This is an optimization exercise on Yosys and OpenROAD, whose aim is small area and a short achievable clock period, not a production implementation. Power is estimated from default activity; no workload was simulated.

==> flow/design.v <==
module sram_aoi222 (
    input  logic a1, a2, b1, b2, c1, c2,
    output logic y
);
    assign y = !((a1 && a2) || (b1 && b2) || (c1 && c2));
endmodule
module sram_aoi22 (
    input  logic a1, a2, b1, b2,
    output logic y
);
    assign y = !((a1 && a2) || (b1 && b2));
endmodule
module sram_andn #(
    parameter int N = 11
) (
    input  logic [N-1:0] t,
    output logic         y_n
);
    assign y_n = &t;
endmodule
module sram_o21a (
    input  logic a1, a2, b1,
    output logic y
);
    assign y = (a1 || a2) && b1;
endmodule
module sram_rdec #(
    parameter int AW = 5
) (
    input  logic            rv,
    input  logic            rdy,
    input  logic [AW-1:0]   addr,
    output logic [2**AW-1:0] rsel,
    output logic            ld_n
);
    localparam int LO = AW / 2;
    localparam int HI = AW - LO;
    logic             ld;
    logic [2**LO-1:0] r_lo_n;
    logic [2**HI-1:0] r_hi_n;
    assign ld   = !rv || rdy;
    assign ld_n = rv && !rdy;
    always_comb begin
        for (int j = 0; j < 2**LO; j++) r_lo_n[j] = !(addr[LO-1:0] == LO'(j));
        for (int k = 0; k < 2**HI; k++) r_hi_n[k] = !(ld && (addr[AW-1:LO] == HI'(k)));
    end
    for (genvar w = 0; w < 2**AW; w++) begin : g_sel
        sram_lane u_sel (.word_n(r_lo_n[w % 2**LO]), .byte_n(r_hi_n[w / 2**LO]), .en(rsel[w]));
    end
endmodule
module sram_lane (
    input  logic word_n,
    input  logic byte_n,
    output logic en
);
    assign en = !(word_n || byte_n);
endmodule
module sram_rdbit #(
    parameter int N = 32
) (
    input  logic [N-1:0] sel,
    input  logic [N-1:0] d,
    input  logic         ld_n,
    input  logic         hold_n,
    output logic         y_n
);
    localparam int NG = (N + 1) / 3;
    logic [N:0]    s_all;
    logic [N:0]    d_all;
    logic [NG-1:0] t;
    assign s_all = {ld_n, sel};
    assign d_all = {!hold_n, d};
    if (3*NG != N + 1) begin : g_bad
        $error("sram_rdbit: N + 1 must be a multiple of 3");
    end
    for (genvar g = 0; g < NG; g++) begin : g_aoi
        sram_aoi222 u_aoi (
            .a1(s_all[3*g]),   .a2(d_all[3*g]),
            .b1(s_all[3*g+1]), .b2(d_all[3*g+1]),
            .c1(s_all[3*g+2]), .c2(d_all[3*g+2]),
            .y(t[g])
        );
    end
    sram_andn #(.N(NG)) u_or (.t(t), .y_n(y_n));
endmodule
module sram_bank #(
    parameter int ADDR_WIDTH = 5,
    parameter int DATA_WIDTH = 64
) (
    input  logic                    clk,
    input  logic                    rst_n,
    input  logic                    req_valid,
    output logic                    req_ready,
    input  logic                    req_we,
    input  logic [ADDR_WIDTH-1:0]   req_addr,
    input  logic [DATA_WIDTH-1:0]   req_wdata,
    input  logic [DATA_WIDTH/8-1:0] req_be,
    output logic                    rsp_valid,
    input  logic                    rsp_ready,
    output logic [DATA_WIDTH-1:0]   rsp_rdata,
    output logic                    init_busy
);
    localparam int DEPTH = 2 ** ADDR_WIDTH;
    localparam int NB    = DATA_WIDTH / 8;
    localparam int LO    = ADDR_WIDTH / 2;          
    localparam int HI    = ADDR_WIDTH - LO;
    logic [DATA_WIDTH-1:0] mem_q [DEPTH];
    logic                  done_q;
    logic                  done_o_q;
    logic                  done_r_q;
    logic                  done_w_q;
    logic                  done_d_q;
    logic [ADDR_WIDTH-1:0] init_cnt;
    logic                  last_cnt;
    assign last_cnt = &init_cnt;
    always_ff @(posedge clk or negedge rst_n) begin
        if (!rst_n) begin
            done_q   <= 1'b0;
            done_o_q <= 1'b0;
            done_r_q <= 1'b0;
            done_w_q <= 1'b0;
            done_d_q <= 1'b0;
            init_cnt <= '0;
        end else begin
            done_q   <= done_q   || last_cnt;
            done_o_q <= done_o_q || last_cnt;
            done_r_q <= done_r_q || last_cnt;
            done_w_q <= done_w_q || last_cnt;
            done_d_q <= done_d_q || last_cnt;
            if (!done_q) init_cnt <= init_cnt + 1'b1;
        end
    end
    logic rv_q;
    logic rv_r_q;
    assign init_busy = rst_n && !done_o_q;
    logic rv_r_n;
    assign rv_r_n = !rv_r_q;
    sram_o21a u_ready (.a1(rv_r_n), .a2(rsp_ready), .b1(done_r_q), .y(req_ready));
    logic rsp_ld;        
    logic acc;           
    assign rsp_ld = !rv_q || rsp_ready;
    assign acc    = req_valid && rsp_ld;
    logic [ADDR_WIDTH-1:0] w_addr;
    logic [NB-1:0]         w_byte_n;
    logic [DATA_WIDTH-1:0] w_data;
    logic [2**LO-1:0]      w_lo;
    logic [2**HI-1:0]      w_hi;
    logic [DEPTH-1:0]      w_word_n;
    assign w_addr   = done_w_q ? req_addr : init_cnt;
    assign w_byte_n = done_w_q ? ~(req_be & {NB{acc && req_we}}) : '0;
    assign w_data   = done_d_q ? req_wdata : '0;
    always_comb begin
        for (int j = 0; j < 2**LO; j++) w_lo[j] = (w_addr[LO-1:0] == LO'(j));
        for (int k = 0; k < 2**HI; k++) w_hi[k] = (w_addr[ADDR_WIDTH-1:LO] == HI'(k));
        for (int w = 0; w < DEPTH; w++) w_word_n[w] = !(w_lo[w % 2**LO] && w_hi[w / 2**LO]);
    end
    for (genvar w = 0; w < DEPTH; w++) begin : g_word
        for (genvar b = 0; b < NB; b++) begin : g_byte
            logic lane_en;
            sram_lane u_lane (.word_n(w_word_n[w]), .byte_n(w_byte_n[b]), .en(lane_en));
            always_ff @(posedge clk) begin
                if (lane_en) begin
                    mem_q[w][8*b +: 8] <= w_data[8*b +: 8];
                end
            end
        end
    end
    localparam int NH = 2;                   
    localparam int BH = DATA_WIDTH / NH;     
    logic                  rd_accept;
    logic [DEPTH-1:0]      rsel [NH];
    logic [NH-1:0]         rsp_ld_n;
    logic [DATA_WIDTH-1:0] rword_n;
    logic [DATA_WIDTH-1:0] rdata_n_q;
    assign rd_accept = done_q && acc && !req_we;
    for (genvar h = 0; h < NH; h++) begin : g_rdec
        sram_rdec #(.AW(ADDR_WIDTH)) u_rdec (
            .rv(rv_q), .rdy(rsp_ready), .addr(req_addr), .rsel(rsel[h]), .ld_n(rsp_ld_n[h])
        );
    end
    for (genvar i = 0; i < DATA_WIDTH; i++) begin : g_rd
        logic [DEPTH-1:0] col;
        for (genvar w = 0; w < DEPTH; w++) begin : g_col
            assign col[w] = mem_q[w][i];
        end
        sram_rdbit #(.N(DEPTH)) u_rd (
            .sel(rsel[i / BH]), .d(col), .ld_n(rsp_ld_n[i / BH]), .hold_n(rdata_n_q[i]),
            .y_n(rword_n[i])
        );
    end
    always_ff @(posedge clk or negedge rst_n) begin
        if (!rst_n) begin
            rsp_valid <= 1'b0;
            rv_q      <= 1'b0;
            rv_r_q    <= 1'b0;
        end else begin
            if (!rsp_valid || rsp_ready) rsp_valid <= rd_accept;
            if (!rv_q      || rsp_ready) rv_q      <= rd_accept;
            if (!rv_r_q    || rsp_ready) rv_r_q    <= rd_accept;
        end
    end
    always_ff @(posedge clk) begin
        rdata_n_q <= rword_n;
    end
    assign rsp_rdata = ~rdata_n_q;
endmodule
==> flow/config.mk <==
export PLATFORM = sky130hd
export DESIGN_NAME = sram_bank
export DESIGN_NICKNAME = sram_bank
export VERILOG_FILES = /design/flow/design.v
export SDC_FILE = /design/flow/constraint.sdc
export NUM_CORES = 4
export LEC_CHECK = 0
export CAP_MARGIN = 20
export CORE_MARGIN = 2
export CORE_UTILIZATION = 60
export SETUP_SLACK_MARGIN = 2.6
export SLEW_MARGIN = 20
export SYNTH_HIERARCHICAL = 1
export SYNTH_MINIMUM_KEEP_SIZE = 0
==> flow/constraint.sdc <==
create_clock -name core_clock -period 5.0 [get_ports {clk}]
set_input_delay 1.0000 -clock core_clock [delete_from_list [all_inputs] [get_ports {clk}]]
set_output_delay 1.0000 -clock core_clock [all_outputs]
set_load 0.01 [all_outputs]
standard.sh (not shown) runs the stock make flow with config.mk's settings and CLKGATE_MAP_FILE= SYNTH_SCRIPT=/design/flow/synth_recipe.tcl, a recipe that flattens the netlist after the stock synthesis.
==> flow/flow/run.sh <==
#!/bin/bash
# Standard ORFS layout (the standard.sh) with three changes:
#  - port buffers are sky130_fd_sc_hd__buf_2 cells,
#  - the resizer may swap a cell for one of another footprint,
#  - CTS clusters up to 25 sinks within 80 um and inserts no dummy loads.
# make's full output goes to flow_make.log here; ORFS's per-step logs stay
# under orfs/logs/.
set -euo pipefail
bash standard.sh \
  MATCH_CELL_FOOTPRINT=0 \
  "BUFFER_PORTS_ARGS=-buffer_cell sky130_fd_sc_hd__buf_2" \
  "CTS_ARGS=-sink_clustering_enable -repair_clock_nets -dont_use_dummy_load -sink_clustering_size 25 -sink_clustering_max_diameter 80" \
  finish > flow_make.log 2>&1
==> next run, changes <==
--- a/flow/design.v
+++ b/flow/design.v
@@ -22,32 +22,8 @@
     input  logic a1, a2, b1,
     output logic y
 );
     assign y = (a1 || a2) && b1;
-endmodule
-module sram_rdec #(
-    parameter int AW = 5
-) (
-    input  logic            rv,
-    input  logic            rdy,
-    input  logic [AW-1:0]   addr,
-    output logic [2**AW-1:0] rsel,
-    output logic            ld_n
-);
-    localparam int LO = AW / 2;
-    localparam int HI = AW - LO;
-    logic             ld;
-    logic [2**LO-1:0] r_lo_n;
-    logic [2**HI-1:0] r_hi_n;
-    assign ld   = !rv || rdy;
-    assign ld_n = rv && !rdy;
-    always_comb begin
-        for (int j = 0; j < 2**LO; j++) r_lo_n[j] = !(addr[LO-1:0] == LO'(j));
-        for (int k = 0; k < 2**HI; k++) r_hi_n[k] = !(ld && (addr[AW-1:LO] == HI'(k)));
-    end
-    for (genvar w = 0; w < 2**AW; w++) begin : g_sel
-        sram_lane u_sel (.word_n(r_lo_n[w % 2**LO]), .byte_n(r_hi_n[w / 2**LO]), .en(rsel[w]));
-    end
 endmodule
 module sram_lane (
     input  logic word_n,
     input  logic byte_n,
@@ -107,27 +83,21 @@
     logic [DATA_WIDTH-1:0] mem_q [DEPTH];
     logic                  done_q;
     logic                  done_o_q;
     logic                  done_r_q;
-    logic                  done_w_q;
-    logic                  done_d_q;
     logic [ADDR_WIDTH-1:0] init_cnt;
     logic                  last_cnt;
     assign last_cnt = &init_cnt;
     always_ff @(posedge clk or negedge rst_n) begin
         if (!rst_n) begin
             done_q   <= 1'b0;
             done_o_q <= 1'b0;
             done_r_q <= 1'b0;
-            done_w_q <= 1'b0;
-            done_d_q <= 1'b0;
             init_cnt <= '0;
         end else begin
             done_q   <= done_q   || last_cnt;
             done_o_q <= done_o_q || last_cnt;
             done_r_q <= done_r_q || last_cnt;
-            done_w_q <= done_w_q || last_cnt;
-            done_d_q <= done_d_q || last_cnt;
             if (!done_q) init_cnt <= init_cnt + 1'b1;
         end
     end
     logic rv_q;
@@ -145,11 +115,11 @@
     logic [DATA_WIDTH-1:0] w_data;
     logic [2**LO-1:0]      w_lo;
     logic [2**HI-1:0]      w_hi;
     logic [DEPTH-1:0]      w_word_n;
-    assign w_addr   = done_w_q ? req_addr : init_cnt;
-    assign w_byte_n = done_w_q ? ~(req_be & {NB{acc && req_we}}) : '0;
-    assign w_data   = done_d_q ? req_wdata : '0;
+    assign w_addr   = done_q ? req_addr : init_cnt;
+    assign w_byte_n = done_q ? ~(req_be & {NB{acc && req_we}}) : '0;
+    assign w_data   = done_q ? req_wdata : '0;
     always_comb begin
         for (int j = 0; j < 2**LO; j++) w_lo[j] = (w_addr[LO-1:0] == LO'(j));
         for (int k = 0; k < 2**HI; k++) w_hi[k] = (w_addr[ADDR_WIDTH-1:LO] == HI'(k));
         for (int w = 0; w < DEPTH; w++) w_word_n[w] = !(w_lo[w % 2**LO] && w_hi[w / 2**LO]);
@@ -164,29 +134,29 @@
                 end
             end
         end
     end
-    localparam int NH = 2;                   
-    localparam int BH = DATA_WIDTH / NH;     
     logic                  rd_accept;
-    logic [DEPTH-1:0]      rsel [NH];
-    logic [NH-1:0]         rsp_ld_n;
+    logic [2**LO-1:0]      r_lo;
+    logic [2**HI-1:0]      r_hi;
+    logic [DEPTH-1:0]      rsel;
+    logic                  rsp_ld_n;
     logic [DATA_WIDTH-1:0] rword_n;
     logic [DATA_WIDTH-1:0] rdata_n_q;
     assign rd_accept = done_q && acc && !req_we;
-    for (genvar h = 0; h < NH; h++) begin : g_rdec
-        sram_rdec #(.AW(ADDR_WIDTH)) u_rdec (
-            .rv(rv_q), .rdy(rsp_ready), .addr(req_addr), .rsel(rsel[h]), .ld_n(rsp_ld_n[h])
-        );
+    always_comb begin
+        for (int j = 0; j < 2**LO; j++) r_lo[j] = (req_addr[LO-1:0] == LO'(j));
+        for (int k = 0; k < 2**HI; k++) r_hi[k] = rsp_ld && (req_addr[ADDR_WIDTH-1:LO] == HI'(k));
+        for (int w = 0; w < DEPTH; w++) rsel[w] = r_lo[w % 2**LO] && r_hi[w / 2**LO];
     end
+    assign rsp_ld_n = !rsp_ld;
     for (genvar i = 0; i < DATA_WIDTH; i++) begin : g_rd
         logic [DEPTH-1:0] col;
         for (genvar w = 0; w < DEPTH; w++) begin : g_col
             assign col[w] = mem_q[w][i];
         end
         sram_rdbit #(.N(DEPTH)) u_rd (
-            .sel(rsel[i / BH]), .d(col), .ld_n(rsp_ld_n[i / BH]), .hold_n(rdata_n_q[i]),
-            .y_n(rword_n[i])
+            .sel(rsel), .d(col), .ld_n(rsp_ld_n), .hold_n(rdata_n_q[i]), .y_n(rword_n[i])
         );
     end
     always_ff @(posedge clk or negedge rst_n) begin
         if (!rst_n) begin
Result: The changed run finished with timing, DRC and antenna clean. Sequential power barely changes. Cell area fell by about 0.6%. Worst setup slack improved by 0.66 ns. Clock skew rose by 0.029 ns. Die area barely changes. Utilization fell by 0.44 points. Total power barely changes. Via count fell by about 2.6%. Wire length fell by about 3.3%. Final cell count fell by 3.1%.
Function was not checked in any run of this note: the RTL went through the layout flow alone.

==> re-timing with driven ports <==
The results above use ideal ports. As a check the final layouts listed here were re-extracted and re-timed, cells and wires unchanged.
Step 1, drivers: a clkbuf_16 drives clk and a buf_2 each remaining input, both assumed.
Step 2 adds t to the input delays and takes it off the output delays; t is the mean of the earliest and latest rising clock arrival at the registers after step 1. Input paths then give back, and output paths get back, about the clock's delay inside the block.
a / b / c = ideal ports / drivers / drivers and shift; a / b = the first two.
run | shift t [ns] | setup WS [ns] | clock arrival spread, ns
the first run | 0.778 | 1.745 / 1.775 / 1.006 | 0.061 / 0.061
the second run | 0.749 | 2.408 / 2.413 / 1.680 | 0.087 / 0.086
After both steps every run listed still meets setup and hold. The setup slack of the first run, which loses most, moves by +0.030 ns with the drivers and by -0.739 ns with both steps.
